Source: an optimization exercise on an open RTL-to-GDS flow (aim: a short achievable clock period and few clock cycles). Production flows keep margins and buffers that such runs may drop.
In this exercise RTL edits were held to simulation tests only and were not proved equivalent to the original.
No activity file was given, so power comes from the tool's default toggle rates.

## flow/design.v

```verilog
`default_nettype none
package dcache_pkg;
  localparam int ADDR_W = 32;
  localparam int WORD_W = 32;
  localparam int BYTES_PER_WORD = WORD_W / 8;
  localparam int LINE_WORDS = 8;
  localparam int LINE_W = LINE_WORDS * WORD_W;   
  localparam int OFFSET_BITS = 5;                
  localparam int BYTE_BITS = 2;                  
  localparam int WORD_LSB = BYTE_BITS;           
  localparam int WORD_SEL_BITS = OFFSET_BITS - BYTE_BITS;
  localparam int INDEX_LSB = OFFSET_BITS;        
  typedef logic [ADDR_W-1:0] addr_t;
  typedef logic [WORD_W-1:0] word_t;
  typedef logic [LINE_W-1:0] line_t;
  typedef logic [BYTES_PER_WORD-1:0] sel_t;
  typedef logic [WORD_SEL_BITS-1:0] word_idx_t;
endpackage
`default_nettype wire
`timescale 1ns/1ps
`default_nettype none
module dcache_tag_store #(
  parameter int SET_BITS = 3
) (
  input  wire               cs,
  input  wire               reset,
  input  dcache_pkg::addr_t cpu_adr,
  input  wire               tag_fill,
  output logic              hit
);
  localparam int SETS = 2 ** SET_BITS;
  localparam int TAG_W = dcache_pkg::ADDR_W - SET_BITS - dcache_pkg::OFFSET_BITS;
  localparam int TAG_LSB = dcache_pkg::INDEX_LSB + SET_BITS;
  typedef logic [TAG_W-1:0] tag_t;
  typedef logic [SET_BITS-1:0] set_idx_t;
  tag_t     tags  [SETS];   
  logic     valid [SETS];
  set_idx_t set_idx;
  tag_t     tag;
  logic [SETS-1:0] set_hit;
  always_comb begin
    set_idx = cpu_adr[dcache_pkg::INDEX_LSB +: SET_BITS];
    tag     = cpu_adr[TAG_LSB +: TAG_W];
  end
  always_ff @(posedge cs) begin
    if (reset) begin
      for (int i = 0; i < SETS; i++) begin
        valid[i] <= 1'b0;
      end
    end else if (tag_fill) begin
      valid[set_idx] <= 1'b1;
    end
  end
  always_ff @(posedge cs) begin
    if (tag_fill) begin
      tags[set_idx] <= tag;
    end
  end
  always_comb begin
    for (int i = 0; i < SETS; i++) begin
      set_hit[i] = valid[i] && (tags[i] == tag);
    end
  end
  assign hit = set_hit[set_idx];
endmodule
`default_nettype wire
`timescale 1ns/1ps
`default_nettype none
module dcache_line_store #(
  parameter int SET_BITS = 3
) (
  input  wire                 cs,
  input  dcache_pkg::addr_t   cpu_adr,
  input  wire                 line_fill,
  input  wire                 word_merge,
  input  wire                 fill_merge,
  input  dcache_pkg::line_t   mem_dat_r,
  input  dcache_pkg::word_t   cpu_dat_w,
  input  dcache_pkg::sel_t    cpu_sel,
  output dcache_pkg::word_t   rd_word,
  output dcache_pkg::line_t   merged_line,
  output dcache_pkg::line_t   fill_line
);
  localparam int SETS = 2 ** SET_BITS;
  localparam int WORD_W = dcache_pkg::WORD_W;
  typedef logic [SET_BITS-1:0] set_idx_t;
  dcache_pkg::line_t     lines [SETS];
  set_idx_t              set_idx;
  dcache_pkg::word_idx_t word_idx;
  dcache_pkg::line_t     line;
  always_comb begin
    set_idx  = cpu_adr[dcache_pkg::INDEX_LSB +: SET_BITS];
    word_idx = cpu_adr[dcache_pkg::WORD_LSB +: dcache_pkg::WORD_SEL_BITS];
  end
  always_comb begin
    fill_line = mem_dat_r;
    if (fill_merge) begin
      for (int b = 0; b < dcache_pkg::BYTES_PER_WORD; b++) begin
        if (cpu_sel[b]) begin
          fill_line[word_idx*WORD_W + b*8 +: 8] = cpu_dat_w[b*8 +: 8];
        end
      end
    end
  end
  always_comb begin
    merged_line = line;
    for (int b = 0; b < dcache_pkg::BYTES_PER_WORD; b++) begin
      if (cpu_sel[b]) begin
        merged_line[word_idx*WORD_W + b*8 +: 8] = cpu_dat_w[b*8 +: 8];
      end
    end
  end
  always_ff @(posedge cs) begin
    if (line_fill) begin
      lines[set_idx] <= fill_line;
    end else if (word_merge) begin
      for (int b = 0; b < dcache_pkg::BYTES_PER_WORD; b++) begin
        if (cpu_sel[b]) begin
          lines[set_idx][word_idx*WORD_W + b*8 +: 8] <= cpu_dat_w[b*8 +: 8];
        end
      end
    end
  end
  assign line = lines[set_idx];
  assign rd_word = line[word_idx*WORD_W +: WORD_W];
endmodule
`default_nettype wire
`timescale 1ns/1ps
`default_nettype none
module dcache_ctrl (
  input  wire               cs,
  input  wire               reset,
  input  wire               cpu_cyc,
  input  wire               cpu_stb,
  input  wire               cpu_we,
  input  dcache_pkg::addr_t cpu_adr,
  output logic              cpu_ack,
  output dcache_pkg::word_t cpu_dat_r,
  input  wire               hit,
  output logic              tag_fill,
  output logic              line_fill,
  output logic              word_merge,
  output logic              fill_merge,
  input  dcache_pkg::word_t rd_word,
  input  dcache_pkg::line_t merged_line,
  input  dcache_pkg::line_t fill_line,
  output logic              mem_cyc,
  output logic              mem_stb,
  output logic              mem_we,
  output dcache_pkg::addr_t mem_adr,
  output dcache_pkg::line_t mem_dat_w,
  input  wire               mem_ack
);
  typedef enum logic [1:0] {
    IDLE,      
    RD_WAIT,   
    WR_FILL,   
    RESPOND    
  } state_t;
  state_t            state;
  logic              req;
  logic              mem_free;
  logic              start;
  logic              load_wdat;
  logic              ack_q;
  dcache_pkg::word_t dat_q;
  logic              cyc_q;
  logic              we_q;
  logic [dcache_pkg::ADDR_W-1:dcache_pkg::OFFSET_BITS] adr_q;
  dcache_pkg::line_t wdat_q;
  assign req = cpu_cyc && cpu_stb;
  assign mem_free = !cyc_q || mem_ack;
  assign start = (state == IDLE) && req && mem_free && (cpu_we || !hit);
  always_comb begin
    word_merge = (state == IDLE) && req && cpu_we && mem_free;
    line_fill  = ((state == RD_WAIT) || (state == WR_FILL)) && mem_ack;
    tag_fill   = line_fill;
    fill_merge = (state == WR_FILL);
    load_wdat  = word_merge || ((state == WR_FILL) && mem_ack);
  end
  always_ff @(posedge cs) begin
    if (reset) begin
      state <= IDLE;
      ack_q <= 1'b0;
      cyc_q <= 1'b0;
    end else begin
      ack_q <= 1'b0;
      if (mem_ack) begin
        cyc_q <= 1'b0;
      end
      case (state)
        IDLE: begin
          if (req) begin
            if (!cpu_we && hit) begin
              ack_q <= 1'b1;
              state <= RESPOND;
            end else if (mem_free) begin
              cyc_q <= 1'b1;
              if (cpu_we && hit) begin
                ack_q <= 1'b1;
                state <= RESPOND;
              end else if (cpu_we) begin
                state <= WR_FILL;
              end else begin
                state <= RD_WAIT;
              end
            end
          end
        end
        RD_WAIT: begin
          if (mem_ack) begin
            ack_q <= 1'b1;
            state <= RESPOND;
          end
        end
        WR_FILL: begin
          if (mem_ack) begin
            cyc_q <= 1'b1;   
            ack_q <= 1'b1;
            state <= RESPOND;
          end
        end
        default: begin
          state <= IDLE;
        end
      endcase
    end
  end
  always_ff @(posedge cs) begin
    if (start) begin
      we_q  <= cpu_we && hit;
      adr_q <= cpu_adr[dcache_pkg::ADDR_W-1:dcache_pkg::OFFSET_BITS];
    end else if ((state == WR_FILL) && mem_ack) begin
      we_q  <= 1'b1;
    end
  end
  always_ff @(posedge cs) begin
    if (load_wdat) begin
      wdat_q <= (state == WR_FILL) ? fill_line : merged_line;
    end
  end
  always_ff @(posedge cs) begin
    if (state != RESPOND) begin
      dat_q <= (state == RD_WAIT) ? fill_line[cpu_adr[dcache_pkg::WORD_LSB +: dcache_pkg::WORD_SEL_BITS]*dcache_pkg::WORD_W +: dcache_pkg::WORD_W]
                                  : rd_word;
    end
  end
  assign cpu_ack   = ack_q;
  assign cpu_dat_r = dat_q;
  assign mem_cyc   = cyc_q;
  assign mem_stb   = cyc_q;
  assign mem_we    = we_q;
  assign mem_adr   = {adr_q, {dcache_pkg::OFFSET_BITS{1'b0}}};
  assign mem_dat_w = wdat_q;
endmodule
`default_nettype wire
`timescale 1ns/1ps
`default_nettype none
module dcache_top #(
  parameter int SET_BITS = 3
) (
  input  wire               cs,
  input  wire               reset,
  input  wire               cpu_cyc,
  input  wire               cpu_stb,
  input  wire               cpu_we,
  input  dcache_pkg::addr_t cpu_adr,
  input  dcache_pkg::sel_t  cpu_sel,
  input  dcache_pkg::word_t cpu_dat_w,
  output logic              cpu_ack,
  output dcache_pkg::word_t cpu_dat_r,
  output logic              mem_cyc,
  output logic              mem_stb,
  output logic              mem_we,
  output dcache_pkg::addr_t mem_adr,
  output dcache_pkg::line_t mem_dat_w,
  input  wire               mem_ack,
  input  dcache_pkg::line_t mem_dat_r
);
  logic              hit;
  logic              tag_fill;
  logic              line_fill;
  logic              word_merge;
  logic              fill_merge;
  dcache_pkg::word_t rd_word;
  dcache_pkg::line_t merged_line;
  dcache_pkg::line_t fill_line;
  dcache_tag_store #(
    .SET_BITS (SET_BITS)
  ) i_tag_store (
    .cs       (cs),
    .reset    (reset),
    .cpu_adr  (cpu_adr),
    .tag_fill (tag_fill),
    .hit      (hit)
  );
  dcache_line_store #(
    .SET_BITS (SET_BITS)
  ) i_line_store (
    .cs          (cs),
    .cpu_adr     (cpu_adr),
    .line_fill   (line_fill),
    .word_merge  (word_merge),
    .fill_merge  (fill_merge),
    .mem_dat_r   (mem_dat_r),
    .cpu_dat_w   (cpu_dat_w),
    .cpu_sel     (cpu_sel),
    .rd_word     (rd_word),
    .merged_line (merged_line),
    .fill_line   (fill_line)
  );
  dcache_ctrl i_ctrl (
    .cs          (cs),
    .reset       (reset),
    .cpu_cyc     (cpu_cyc),
    .cpu_stb     (cpu_stb),
    .cpu_we      (cpu_we),
    .cpu_adr     (cpu_adr),
    .cpu_ack     (cpu_ack),
    .cpu_dat_r   (cpu_dat_r),
    .hit         (hit),
    .tag_fill    (tag_fill),
    .line_fill   (line_fill),
    .word_merge  (word_merge),
    .fill_merge  (fill_merge),
    .rd_word     (rd_word),
    .merged_line (merged_line),
    .fill_line   (fill_line),
    .mem_cyc     (mem_cyc),
    .mem_stb     (mem_stb),
    .mem_we      (mem_we),
    .mem_adr     (mem_adr),
    .mem_dat_w   (mem_dat_w),
    .mem_ack     (mem_ack)
  );
endmodule
`default_nettype wire
```

## flow/run.sh

```bash
#!/bin/bash
# synth_recipe.tcl (not shown) runs the flow's synth.tcl, then flattens the netlist and writes it again
# the make line also repeats each setting of config.mk as NAME=value (left out here)
make -C /OpenROAD-flow-scripts/flow DESIGN_CONFIG=/design/flow/config.mk WORK_HOME=/design/flow/orfs CLKGATE_MAP_FILE= SYNTH_SCRIPT=/design/flow/synth_recipe.tcl finish
```

## flow/config.mk

```make
export PLATFORM = sky130hd
export DESIGN_NAME = dcache_top
export DESIGN_NICKNAME = dcache_top
export VERILOG_FILES = /design/flow/design.v
export SDC_FILE = /design/flow/constraint.sdc
export NUM_CORES = 4
export LEC_CHECK = 0
export CAP_MARGIN = 20
export CORE_MARGIN = 2
export CORE_UTILIZATION = 40
export SLEW_MARGIN = 20
```

## flow/constraint.sdc

```tcl
create_clock -name core_clock -period 7.0 [get_ports {cs}]
set_input_delay 1.4000 -clock core_clock [delete_from_list [all_inputs] [get_ports {cs}]]
set_output_delay 1.4000 -clock core_clock [all_outputs]
set_load 0.01 [all_outputs]
```

==> run summary, run 1 <==
status=complete, no violations; Yosys warnings=3; row count=190; largest net degree at the start of global routing=156; fin crit period=4.88 ns; worst-skew pair later-pin latency=0.96 ns; Routed WL per cell=36.3 um; layout cells sized above 1=9.59%; WP data required=7.68 ns; gr usage total=30.1%; largest family of logic cells by synthesized area=compound AO/OA/AOI/OAI gates; Final Cycle Share=69.7%; Hold Crit Class=register to register; Max VDD drop=0.326 mV; fillers=22900; crit path max fanout=28; global-route wire length before repair=574 mm; Adder-Cell Fraction of Synth Area=0.140%; fin util=47.5%; hpwl dp=288 mm; gate count of the mapped netlist=7350; die footprint=273000 um2; crit path kind=input port to register; Setup crit start kind=input port; total gr overflow=0; vias in the first global route=71700; Final Hold Viols=0; RSZ-0062 raised after global routing=false; Worst path slowest cell=o21ai_0; vias per cell=6.52; Die X=522 um; biggest area consumer among synthesized cells=edfxtp_1; slowest stage delay, CP=0.56 ns; CTS buffer count=290; post-synthesis xor/xnor area fraction=1.57%; max_slew headroom=15.3%; fmax=205 MHz; 1st-iter DRT viols=12300; cts hold-fix bufs=0; H-tree depth=5; Synth Area in Compound Gates=14.6%; final wirelength=424 mm; synthesized cell area=107000 um2; critical path's top delay family=buffers and inverters; crit path capture type=register; #FFs+latches synth=2568; number of detailed-route iterations in the first pass=9; slew of the pin with the lowest slew margin=1.27 ns; sequential area share after synthesis=71.7%; crit path cell chain=buf_4 -> inv_4 -> buf_4 -> ha_1 -> nor2b_2 -> buf_4 -> nand2_1 -> a22oi_1 -> inv_1 -> mux4_2 -> o21ai_0 -> o21ai_0; initial antenna violation count=61; CTS root buf=clkbuf_16; simple-gate area share of the yosys netlist=6.22%; pwr dens=316 nW/um2; post-cts repair resize count=0; height of the die=522 um; via count=76200; CTS tree=done; Max Slew Vio Count=0; TNS Setup=0 ns; leakage power=40.3 nW; number of flops mapped to enable cells by yosys=2556; mux cell area share after synthesis=3.28%; post-synth cell types=70; core box area=267000 um2; Final setup viols=0; Post-route DRC=0; syn avg cell area=14.6 um2; Starting Density=40.2%; synth-to-layout area growth=18.2%; # IOs=654; number of nets with antenna violations after routing=0; nets=8235; clock sinks=2568; Max Cap Viol=0; gpl congestion=0.993; top cell type's share of synthesized area=71.5%; Clock transition at path regs=0.06 ns; Area contributors post-synth=edfxtp_1, a22oi_1, a21oi_1; data arrival time of the critical path=5.56 ns; CP Buf/Inv Count=5; Max Clock Skew=0.0826 ns; Post-CTS Setup Inserts=0; buffers added on ports=646; asr flop ratio synth=0%; Max clock buf depth=4; Main synth FF type=edfxtp_1; Worst path most repeated cell=buf_4
## flip-flops by register name (all words and copies together) (netlist names)
register            flops
i_line_store.lines   2048
i_ctrl.wdat_q         256
i_tag_store.tags      192
i_ctrl.dat_q           32
i_ctrl.adr_q           27
i_tag_store.valid       8
i_ctrl.state            2
i_ctrl.ack_q            1
i_ctrl.cyc_q            1
i_ctrl.we_q             1
## final timing paths
path,start,end,slack (ns),depth (start not counted)
max reg2reg,i_ctrl.state[0]$_SDFFE_PP0P_,i_line_store.lines[4][225]$_DFFE_PP_,2.55,7
max,cpu_adr[3],i_ctrl.dat_q[15]$_DFFE_PP_,2.12,12
min reg2reg,i_tag_store.valid[3]$_DFF_P_,i_tag_store.valid[3]$_DFF_P_,0.47,2
min,i_tag_store.valid[3]$_DFF_P_,i_tag_store.valid[3]$_DFF_P_,0.47,2
## synthesized netlist by cell type, drive strengths merged (8+ instances only)
| cell type | n |
|---|---|
| nor2 | 541 |
| edfxtp | 2556 |
| a221o | 8 |
| nor3 | 24 |
| mux2i | 175 |
| a32o | 25 |
| nand2 | 277 |
| a22o | 56 |
| ha | 12 |
| o21ai | 223 |
| o21a | 8 |
| or3 | 8 |
| a222oi | 9 |
| a22oi | 1169 |
| nor2b | 27 |
| nor4 | 16 |
| buf | 263 |
| dfxtp | 12 |
| o22ai | 75 |
| xor2 | 44 |
| mux2 | 23 |
| o31ai | 20 |
| mux4 | 67 |
| clkbuf | 356 |
| o311ai | 9 |
| a221oi | 145 |
| a32oi | 8 |
| xnor2 | 148 |
| a31oi | 23 |
| and3 | 34 |
| o211ai | 13 |
| nand4 | 279 |
| a21oi | 418 |
| a211oi | 17 |
| and2 | 51 |
| nand3 | 129 |
| inv | 28 |
## per-stage QoR
stage | power [W] | worst slack (ns) | cells | instance area [um2] | hold slack, ns
floorplan | 0.0220 | 1.58 | 7354 | 107000 | 0.440
global route | 0.0410 | 1.98 | 11700 | 127000 | 0.489
CTS | 0.0400 | 2.34 | 11700 | 127000 | 0.474
global placement | 0.0256 | 1.44 | 11200 | 118000 | 0.449
detailed placement | 0.0257 | 1.36 | 11200 | 118000 | 0.461
finish | 0.0401 | 2.12 | 11700 | 127000 | 0.470
## logic make-up after synthesis
kind of cell             after synthesis
XOR/XNOR                             192
multiplexers                         265
adder cells (fa/ha/maj)               12
flip-flops                          2568
other                                  1
AO/OA/AOI/OAI                       2254
AND/OR/NAND/NOR                     1411
buffers and inverters                647
## area by class of cell
class	count	area (um2)	share of cell area [%]
antenna	32	80.1	0.0631
clock buffer	341	7530	5.93
clock inverter	158	1360	1.07
inverter	28	121	0.0956
multi-input combinational	4139	28000	22.0
sequential	2568	77000	60.6
tap	3552	4440	3.50
timing repair buffer	866	8490	6.68
## cell usage in the layout (no fill, tap or decap), drive strengths merged, types with 75 or more instances in the layout
| master | synthesis | routed |
|---|---|---|
| a21oi | 418 | 418 |
| clkdlybuf4s50 | 0 | 637 |
| nand2 | 277 | 277 |
| a22oi | 1169 | 1169 |
| nor2 | 541 | 541 |
| buf | 263 | 229 |
| clkbuf | 356 | 341 |
| clkinv | 0 | 105 |
| o22ai | 75 | 75 |
| nand3 | 129 | 129 |
| xnor2 | 148 | 148 |
| a221oi | 145 | 145 |
| edfxtp | 2556 | 2556 |
| mux2i | 175 | 175 |
| nand4 | 279 | 279 |
| o21ai | 223 | 223 |
## worst reg2reg max path: stages (launching register included)
cell	delay, ns
dfxtp_1	0.35
inv_1	0.15
ha_4	0.42
buf_12	0.61
o311ai_4	0.47
nor3_1	0.82
a22oi_1	0.40
o21ai_0	0.90
## metal layers
layer	track usage [%]	wire length, um	up-vias
met5	0	79	-
met4	19.2	29100	10
met3	8.42	52800	1162
met2	44.5	188000	5848
met1	38.9	154000	38300
li1	-	-	30800
## where the power goes
group | total, W | internal [W] | switching (W) | leakage (nW)
Combinational | 0.00707 | 0.00208 | 0.00499 | 12.7
Sequential | 0.0185 | 0.0182 | 0.000333 | 23.3
Clock | 0.0145 | 0.00845 | 0.00609 | 4.32
Testbench counts, summed over its fixed seeds: cycles 12,798.
==> run 2: changes to the inputs <==
--- a/flow/design.v
+++ b/flow/design.v
@@ -78,51 +78,67 @@
   input  dcache_pkg::word_t   cpu_dat_w,
   input  dcache_pkg::sel_t    cpu_sel,
   output dcache_pkg::word_t   rd_word,
+  output dcache_pkg::word_t   fill_word,
   output dcache_pkg::line_t   merged_line,
   output dcache_pkg::line_t   fill_line
 );
   localparam int SETS = 2 ** SET_BITS;
+  localparam int WORDS = dcache_pkg::LINE_WORDS;
+  localparam int BYTES = dcache_pkg::BYTES_PER_WORD;
   localparam int WORD_W = dcache_pkg::WORD_W;
   typedef logic [SET_BITS-1:0] set_idx_t;
   dcache_pkg::line_t     lines [SETS];
   set_idx_t              set_idx;
   dcache_pkg::word_idx_t word_idx;
+  logic [SETS-1:0]       set_dec;
+  logic [WORDS-1:0]      word_dec;
+  logic [WORDS*BYTES-1:0] byte_en;    
   dcache_pkg::line_t     line;
   always_comb begin
     set_idx  = cpu_adr[dcache_pkg::INDEX_LSB +: SET_BITS];
     word_idx = cpu_adr[dcache_pkg::WORD_LSB +: dcache_pkg::WORD_SEL_BITS];
+    for (int s = 0; s < SETS; s++) begin
+      set_dec[s] = (set_idx == s);
+    end
+    for (int w = 0; w < WORDS; w++) begin
+      word_dec[w] = (word_idx == w);
+      for (int b = 0; b < BYTES; b++) begin
+        byte_en[w*BYTES + b] = word_dec[w] && cpu_sel[b];
+      end
+    end
   end
   always_comb begin
-    fill_line = mem_dat_r;
-    if (fill_merge) begin
-      for (int b = 0; b < dcache_pkg::BYTES_PER_WORD; b++) begin
-        if (cpu_sel[b]) begin
-          fill_line[word_idx*WORD_W + b*8 +: 8] = cpu_dat_w[b*8 +: 8];
-        end
-      end
+    line = '0;
+    for (int s = 0; s < SETS; s++) begin
+      line = line | (lines[s] & {dcache_pkg::LINE_W{set_dec[s]}});
+    end
+    rd_word   = '0;
+    fill_word = '0;
+    for (int w = 0; w < WORDS; w++) begin
+      rd_word   = rd_word   | (line[w*WORD_W +: WORD_W]      & {WORD_W{word_dec[w]}});
+      fill_word = fill_word | (mem_dat_r[w*WORD_W +: WORD_W] & {WORD_W{word_dec[w]}});
     end
   end
   always_comb begin
-    merged_line = line;
-    for (int b = 0; b < dcache_pkg::BYTES_PER_WORD; b++) begin
-      if (cpu_sel[b]) begin
-        merged_line[word_idx*WORD_W + b*8 +: 8] = cpu_dat_w[b*8 +: 8];
+    for (int w = 0; w < WORDS; w++) begin
+      for (int b = 0; b < BYTES; b++) begin
+        merged_line[w*WORD_W + b*8 +: 8] = byte_en[w*BYTES + b] ? cpu_dat_w[b*8 +: 8]
+                                                                : line[w*WORD_W + b*8 +: 8];
+        fill_line[w*WORD_W + b*8 +: 8]   = (fill_merge && byte_en[w*BYTES + b])
+                                           ? cpu_dat_w[b*8 +: 8]
+                                           : mem_dat_r[w*WORD_W + b*8 +: 8];
       end
     end
   end
   always_ff @(posedge cs) begin
-    if (line_fill) begin
-      lines[set_idx] <= fill_line;
-    end else if (word_merge) begin
-      for (int b = 0; b < dcache_pkg::BYTES_PER_WORD; b++) begin
-        if (cpu_sel[b]) begin
-          lines[set_idx][word_idx*WORD_W + b*8 +: 8] <= cpu_dat_w[b*8 +: 8];
+    for (int s = 0; s < SETS; s++) begin
+      for (int i = 0; i < WORDS*BYTES; i++) begin
+        if (set_dec[s] && (line_fill || (word_merge && byte_en[i]))) begin
+          lines[s][i*8 +: 8] <= line_fill ? fill_line[i*8 +: 8] : cpu_dat_w[(i%BYTES)*8 +: 8];
         end
       end
     end
   end
-  assign line = lines[set_idx];
-  assign rd_word = line[word_idx*WORD_W +: WORD_W];
 endmodule
 `default_nettype wire
 `timescale 1ns/1ps
@@ -142,6 +158,7 @@
   output logic              word_merge,
   output logic              fill_merge,
   input  dcache_pkg::word_t rd_word,
+  input  dcache_pkg::word_t fill_word,
   input  dcache_pkg::line_t merged_line,
   input  dcache_pkg::line_t fill_line,
   output logic              mem_cyc,
@@ -241,8 +258,7 @@
   end
   always_ff @(posedge cs) begin
     if (state != RESPOND) begin
-      dat_q <= (state == RD_WAIT) ? fill_line[cpu_adr[dcache_pkg::WORD_LSB +: dcache_pkg::WORD_SEL_BITS]*dcache_pkg::WORD_W +: dcache_pkg::WORD_W]
-                                  : rd_word;
+      dat_q <= (state == RD_WAIT) ? fill_word : rd_word;
     end
   end
   assign cpu_ack   = ack_q;
@@ -283,6 +299,7 @@
   logic              word_merge;
   logic              fill_merge;
   dcache_pkg::word_t rd_word;
+  dcache_pkg::word_t fill_word;
   dcache_pkg::line_t merged_line;
   dcache_pkg::line_t fill_line;
   dcache_tag_store #(
@@ -306,6 +323,7 @@
     .cpu_dat_w   (cpu_dat_w),
     .cpu_sel     (cpu_sel),
     .rd_word     (rd_word),
+    .fill_word   (fill_word),
     .merged_line (merged_line),
     .fill_line   (fill_line)
   );
@@ -324,6 +342,7 @@
     .word_merge  (word_merge),
     .fill_merge  (fill_merge),
     .rd_word     (rd_word),
+    .fill_word   (fill_word),
     .merged_line (merged_line),
     .fill_line   (fill_line),
     .mem_cyc     (mem_cyc),
--- a/flow/config.mk
+++ b/flow/config.mk
@@ -5,7 +5,10 @@
 export SDC_FILE = /design/flow/constraint.sdc
 export NUM_CORES = 4
 export LEC_CHECK = 0
+export ABC_CLOCK_PERIOD_IN_PS = 2000
 export CAP_MARGIN = 20
 export CORE_MARGIN = 2
-export CORE_UTILIZATION = 40
+export CORE_UTILIZATION = 55
+export SETUP_SLACK_MARGIN = 4.3
 export SLEW_MARGIN = 20
+export TNS_END_PERCENT = 5
==> run 2 against run 1 <==
- total power rose by 4.4%
- via count shrank 4.1%
- critical path depth decreased by 1
- largest cell class unchanged
- highest routed layer unchanged
==> run summary, run 2 <==
CTS buffer count=281; crit path cell chain=buf_16 -> buf_16 -> and3b_2 -> buf_4 -> buf_4 -> bufbuf_16 -> a22oi_1 -> nand4_1 -> o21ai_0 -> o21ai_1 -> o21a_1; largest net degree at the start of global routing=109; post-synth cell types=70; H-tree depth=5; Finished Layout Cells=10500; biggest area consumer among synthesized cells=edfxtp_1; # IOs=654; Main synth FF type=edfxtp_1; Post-route DRC=0; Area contributors post-synth=edfxtp_1, a22oi_1, mux2_2; area of the multi-input gates=29600 um2; slowest stage delay, CP=0.42 ns; crit path kind=input port to register; clock sinks=2568; Die X=441 um; global-route wire length before repair=535 mm; top cell type's share of synthesized area=73.2%; synthesized cell area=105000 um2; design area=132000 um2; final wirelength=412 mm; mux cell area share after synthesis=6.49%; height of the die=441 um; Final Hold Viols=0; Post-synth top cells=edfxtp_1, a22oi_1, nor2_1; critical path's top delay family=compound AO/OA/AOI/OAI gates; data arrival time of the critical path=3.92 ns; commonest cells after routing, fill and taps aside=edfxtp_1, a22oi_1, buf_4, clkbuf_16, mux2_2; CTS tree=done; register bank with the most flops=i_line_store.lines; max reg flops=2048; Hold Crit Class=register to register; M2 GR Usage=60.1%; max_slew headroom=12.9%; vias in the first global route=68000; 1st-iter DRT viols=11400; pwr dens=319 nW/um2; total gr overflow=0; core box area=190000 um2; Max Cap Viol=0; largest family of logic cells by synthesized area=compound AO/OA/AOI/OAI gates; simple-gate area share of the yosys netlist=5.21%; Max clock buf depth=4; die footprint=194000 um2; Final setup viols=0; Max Clock Skew=0.0287 ns; buffers added on ports=646; most common cell after layout, fill and taps aside=edfxtp_1; Worst path slowest cell=o21ai_0; Setup crit start kind=input port; RSZ-0062 raised after global routing=true; total power=0.0419 W; grt met3 use=9.85%; sequential area share after synthesis=73.4%; Starting Density=55.3%; fmax=310 MHz; Yosys warnings=4; gpl congestion=0.912; asr flop ratio synth=0%; CTS root buf=clkbuf_16; slew of the pin with the lowest slew margin=1.30 ns; syn avg cell area=15.6 um2; GR Util met1=52.3%; TNS Setup=0 ns; gate count of the mapped netlist=6737; via count=73000; crit path capture type=register; Clock transition at path regs=0.06 ns; layout cells sized above 1=23.7%; FF+latch area=77000 um2; hpwl dp=238 mm; Routed WL per cell=39.4 um; crit path max fanout=23; Max Slew Vio Count=0; gr usage total=39.9%; fin crit period=3.23 ns; largest registers=i_line_store.lines (2048), i_ctrl.wdat_q (256), i_tag_store.tags (192); nets=8087; WP data required=7.69 ns; Adder-Cell Fraction of Synth Area=0.0477%; number of detailed-route iterations in the first pass=9; GR peak layer=met2; Max VDD drop=0.376 mV; Final Cycle Share=46.1%; CP Buf/Inv Count=5; synth-to-layout area growth=25.4%; fillers=12700; Inst Count DP=9581; placed cell area=116000 um2; row count=160; worst-skew pair later-pin latency=0.96 ns; initial antenna violation count=34; status=complete, no violations; Synth Area in Compound Gates=11.0%; post-synthesis xor/xnor area fraction=1.60%; #FFs+latches synth=2568; leakage power=43.9 nW; number of flops mapped to enable cells by yosys=2556; vias per cell=6.98; most common cell in the synthesized netlist=edfxtp_1; number of nets with antenna violations after routing=0
==> run 2: changes by cell type after synthesis, sizes merged, moves of 46 or more <==
cell,previous run,this run
a21oi,418,231
a221oi,145,90
a22oi,1169,832
and2,51,5
clkbuf,356,203
mux2,23,314
mux2i,175,277
nand4,279,171
nor2,541,495
o22ai,75,1
==> run 2: area by class of cell <==
class                      instances  share of cell area (%)
sequential                      2568                    58.5
multi-input combinational       3678                    22.5
timing repair buffer            1211                    10.1
clock buffer                     350                    5.68
tap                             2511                    2.39
clock inverter                   119                   0.705
inverter                          13                  0.0647
antenna                           18                  0.0342
==> run 2: per-stage QoR <==
stage	util [%]	setup WS [ns]	hold slack, ns
floorplan	-	3.62	0.440
global placement	60.9	1.63	0.451
detailed placement	60.9	1.56	0.458
CTS	67.9	3.89	0.471
global route	69.3	3.83	0.492
finish	69.3	3.77	0.470
==> run 2: power breakdown <==
part	total (W)	internal, W	leakage (nW)	switching (W)
clock	0.0140	0.00807	4.12	0.00595
sequential	0.0192	0.0189	23.3	0.000313
combinational	0.00867	0.00282	16.5	0.00585
==> run 2: tightest hold or removal path, cell delays in order, from the launching register on <==
cell	delay, ns
dfxtp_1	0.32
nor2_1	0.05
nor2_1	0.07
==> run 2: what timing repair did <==
item / 4_1_cts / 5_1_grt
gates resized for setup: 961 / 208
pin swaps: 139 / 108
buffers inserted: 233 / 99
hold buffers: 0 / 0
setup endpoints to repair: 5112 / 5013
cloned: 32 / 36
==> run 2: worst paths after layout <==
| check | start | end | slack, ns | cells after the start |
|---|---|---|---|---|
| setup / recovery | cpu_adr[5] | i_ctrl.dat_q[28]$_DFFE_PP_ | 3.77 | 11 |
| hold / removal | i_tag_store.valid[1]$_DFF_P_ | i_tag_store.valid[1]$_DFF_P_ | 0.47 | 2 |
| hold reg to reg | i_tag_store.valid[1]$_DFF_P_ | i_tag_store.valid[1]$_DFF_P_ | 0.47 | 2 |
| setup reg to reg | i_ctrl.state[1]$_SDFFE_PP0P_ | i_ctrl.dat_q[1]$_DFFE_PP_ | 3.88 | 8 |
==> run 2: layer usage <==
metal	wire, um	part of all wire [%]
met1	143000	35
met2	184000	45
met4	31200	7.6
met3	53900	13
met5	113	0.027
==> run 2: logic make-up after synthesis <==
kind of cell               after synthesis
buffers and inverters                  508
muxes                                  613
DFF                                   2568
adders and majority gates                4
xor gates and xnor gates               192
and+or+nand+nor                       1213
other                                    1
AOI/OAI and AO/OA                     1638
Testbench counts of run 2, summed over its fixed seeds: cycles 12,798.
==> run 3: changes to the inputs <==
--- a/flow/design.v
+++ b/flow/design.v
@@ -257,9 +257,7 @@
     end
   end
   always_ff @(posedge cs) begin
-    if (state != RESPOND) begin
-      dat_q <= (state == RD_WAIT) ? fill_word : rd_word;
-    end
+    dat_q <= (state == RD_WAIT) ? fill_word : rd_word;
   end
   assign cpu_ack   = ack_q;
   assign cpu_dat_r = dat_q;
==> flow/config.mk (replaced) <==
export PLATFORM = sky130hd
export DESIGN_NAME = dcache_top
export DESIGN_NICKNAME = dcache_top
export VERILOG_FILES = /design/flow/design.v
export SDC_FILE = /design/flow/constraint.sdc
export NUM_CORES = 4
export LEC_CHECK = 0
export ABC_CLOCK_PERIOD_IN_PS = 1000
export CAP_MARGIN = 20
export CORE_MARGIN = 2
export CORE_UTILIZATION = 55
export SETUP_SLACK_MARGIN = 4.5
export SLEW_MARGIN = 20
export TNS_END_PERCENT = 5
==> run 3 against run 2 <==
- sequential share of layout area down 0.65 points
- clock-buffer cell count is 1 lower
- synthesized cell count decreased by 1.8%
- fmax up 3.2%
- global-route usage increased by 0.49 points
- hold slack improved by 0.0049 ns
- via count about the same
- register-to-register slack gained 0.23 ns
- sequential power about the same
- first-iteration DRC count grew 2.8%
- still clean
- critical path depth up 1
==> run summary, run 3 <==
number of detailed-route iterations in the first pass=25; height of the die=439 um; max reg flops=2048; Die X=439 um; total gr overflow=0; Final Hold Viols=0; asr flop ratio synth=0%; crit path capture type=register; clock sinks=2568; number of nets with antenna violations after routing=0; fin util=70.6%; buffers added on ports=646; top cell type's share of synthesized area=72.9%; Fin Hold WS=0.475 ns; TNS Setup=0 ns; RSZ-0062 raised after global routing=true; synthesized cell area=104000 um2; sequential area share after synthesis=73.8%; status=complete, no violations; largest net degree at the start of global routing=92; fmax=320 MHz; Max Clock Skew=0.0473 ns; gr usage total=40.4%; Max clock buf depth=4; final wirelength=413 mm; initial antenna violation count=24; dpl ws=1.60 ns; crit path max fanout=14; biggest area consumer among synthesized cells=edfxtp_1; die footprint=192000 um2; post-synth cell types=72; # IOs=654; max_slew headroom=13.7%; Yosys warnings=4; via count=73000; most common cell in the synthesized netlist=edfxtp_1; Starting Density=55.3%; setup ws final=3.88 ns; WP data required=7.80 ns; row count=159; pwr dens=315 nW/um2; gate count of the mapped netlist=6619; Post-synth top cells=edfxtp_1, a22oi_1, nor2_1; H-tree depth=5; core box area=188000 um2; crit path kind=input port to register; commonest cells after routing, fill and taps aside=edfxtp_1, a22oi_1, buf_4, clkbuf_16, dlygate4sd2_1; CTS root buf=clkbuf_16; Max VDD drop=0.276 mV; Main synth FF type=edfxtp_1; Hold Crit Class=register to register; Setup crit start kind=input port; slew of the pin with the lowest slew margin=1.29 ns; cts hold-fix bufs=0; fin crit period=3.12 ns; Max Slew Vio Count=0; #FFs+latches synth=2568; vias in the first global route=67200; 1st-iter DRT viols=11700; most common cell after layout, fill and taps aside=edfxtp_1; CTS tree=done; global-route wire length before repair=537 mm; number of flops mapped to enable cells by yosys=2524; CTS buffer count=278; largest registers=i_line_store.lines (2048), i_ctrl.wdat_q (256), i_tag_store.tags (192); fillers=12400; nets=8155; Clock transition at path regs=0.06 ns; Final Cycle Share=44.6%; worst-skew pair later-pin latency=0.96 ns; leakage power=44.3 nW; syn avg cell area=15.7 um2; data arrival time of the critical path=3.93 ns; register bank with the most flops=i_line_store.lines; gpl congestion=0.983; Final setup viols=0; layout cells sized above 1=25.5%; Routed WL per cell=39.3 um; Max Cap Viol=0; synth-to-layout area growth=27.5%; hpwl dp=234 mm; vias per cell=6.95; Area contributors post-synth=edfxtp_1, a22oi_1, mux2i_1; Post-route DRC=0
run 3: timing repair:
item                                    CTS  global route
gates cloned                             50            41
gates resized for setup                1413           295
endpoints found under the hold margin     0             0
setup endpoints to repair              5192          5025
setup buffers                           338           175
pin swaps                               211           149
run 3: worst paths after layout:
kind / start / end / slack, ns / cells after the start
hold reg to reg: i_tag_store.valid[6]$_DFF_P_ / i_tag_store.valid[6]$_DFF_P_ / 0.48 / 2
setup / recovery: cpu_adr[6] / i_ctrl.dat_q[11]$_DFF_P_ / 3.88 / 12
setup reg to reg: i_ctrl.state[0]$_SDFFE_PP0P_ / i_line_store.lines[2][223]$_DFFE_PP_ / 4.11 / 9
hold / removal: i_tag_store.valid[6]$_DFF_P_ / i_tag_store.valid[6]$_DFF_P_ / 0.48 / 2
run 3: critical path, stage by stage:
cell       delay [ns]
buf_16           0.12
clkbuf_16        0.16
nor3_4           0.05
buf_12           0.14
buf_12           0.15
buf_16           0.17
a22oi_1          0.24
nand4_1          0.24
a221o_1          0.48
a311o_1          0.39
a221oi_2         0.24
nor3_2           0.07
run 3: cells by family after synthesis:
family	synth area share [%]
buffers and inverters	2.23
XOR/XNOR	1.63
AND/OR/NAND/NOR	4.93
other	0.00361
AO/OA/AOI/OAI	11.0
multiplexers	6.34
adder cells (fa/ha/maj)	0.0482
flip-flops	73.8
run 3: metal layers:
metal | global-route usage, % | wire, um | vias up
met2 | 61.0 | 185000 | 6100
li1 | - | - | 29100
met3 | 11.0 | 55700 | 1455
met5 | 0 | 64 | -
met1 | 52.4 | 141000 | 36400
met4 | 24.5 | 31200 | 10
run 3: report_power, final:
| part | switching [W] | internal [W] | leakage [nW] |
|---|---|---|---|
| clock network | 0.00586 | 0.00790 | 4.00 |
| registers | 0.000265 | 0.0188 | 23.2 |
| logic | 0.00594 | 0.00298 | 17.1 |
| total | 0.0121 | 0.0297 | 44.3 |
run 3: layout make-up:
type | count | area (um2) | area share [%]
well taps | 2495 | 3120 | 2.36
inverters | 13 | 100 | 0.0755
multi-input cells | 3564 | 28800 | 21.8
clock buffers | 349 | 7430 | 5.61
diodes | 18 | 45.0 | 0.0340
clock inverters | 101 | 787 | 0.594
flip-flops and latches | 2568 | 76700 | 57.9
repair buffers | 1396 | 15500 | 11.7
run 3: stage by stage:
step | instances | power (W) | instance area (um2)
2_1_floorplan | 6623 | 0.0232 | 104000
3_3_place_gp | 9431 | 0.0264 | 113000
3_5_place_dp | 9432 | 0.0265 | 113000
4_1_cts | 10300 | 0.0408 | 129000
5_1_grt | 10500 | 0.0426 | 132000
6_report | 10500 | 0.0418 | 132000
Testbench counts of run 3, summed over its fixed seeds: cycles 12,798.

## re-timing with driven ports
In the flow no input, the clock included, has a driving cell. The finished layouts below were timed again as built, in two steps. Step 1 (the two cells are an assumption about what drives the block):
set clk [get_ports {cs}]
set_driving_cell -lib_cell sky130_fd_sc_hd__clkbuf_16 $clk
set_driving_cell -lib_cell sky130_fd_sc_hd__buf_2 [delete_from_list [all_inputs] $clk]
Step 2 adds t to the input delays and takes it off the output delays; t is the mean of the earliest and latest rising clock arrival at the registers after step 1. Input paths then give back, and output paths get back, about the clock's delay inside the block. Slacks: ideal / step 1 / step 2; pairs: ideal / step 1.
run	shift t [ns]	slack for setup (ns)	clock arrival spread, ns	worst register clock-pin slew, ns
run 1	1.015	2.122 / 2.167 / 1.152	0.111 / 0.111	0.07 / 0.07
run 2	1.034	3.775 / 3.666 / 2.631	0.031 / 0.031	0.07 / 0.07
run 3	1.016	3.876 / 3.690 / 2.674	0.060 / 0.060	0.07 / 0.07
After both steps setup and hold are still met in every run listed. The setup slack of run 3, which loses most, moves by -0.186 ns with the drivers and by -1.202 ns with both steps.
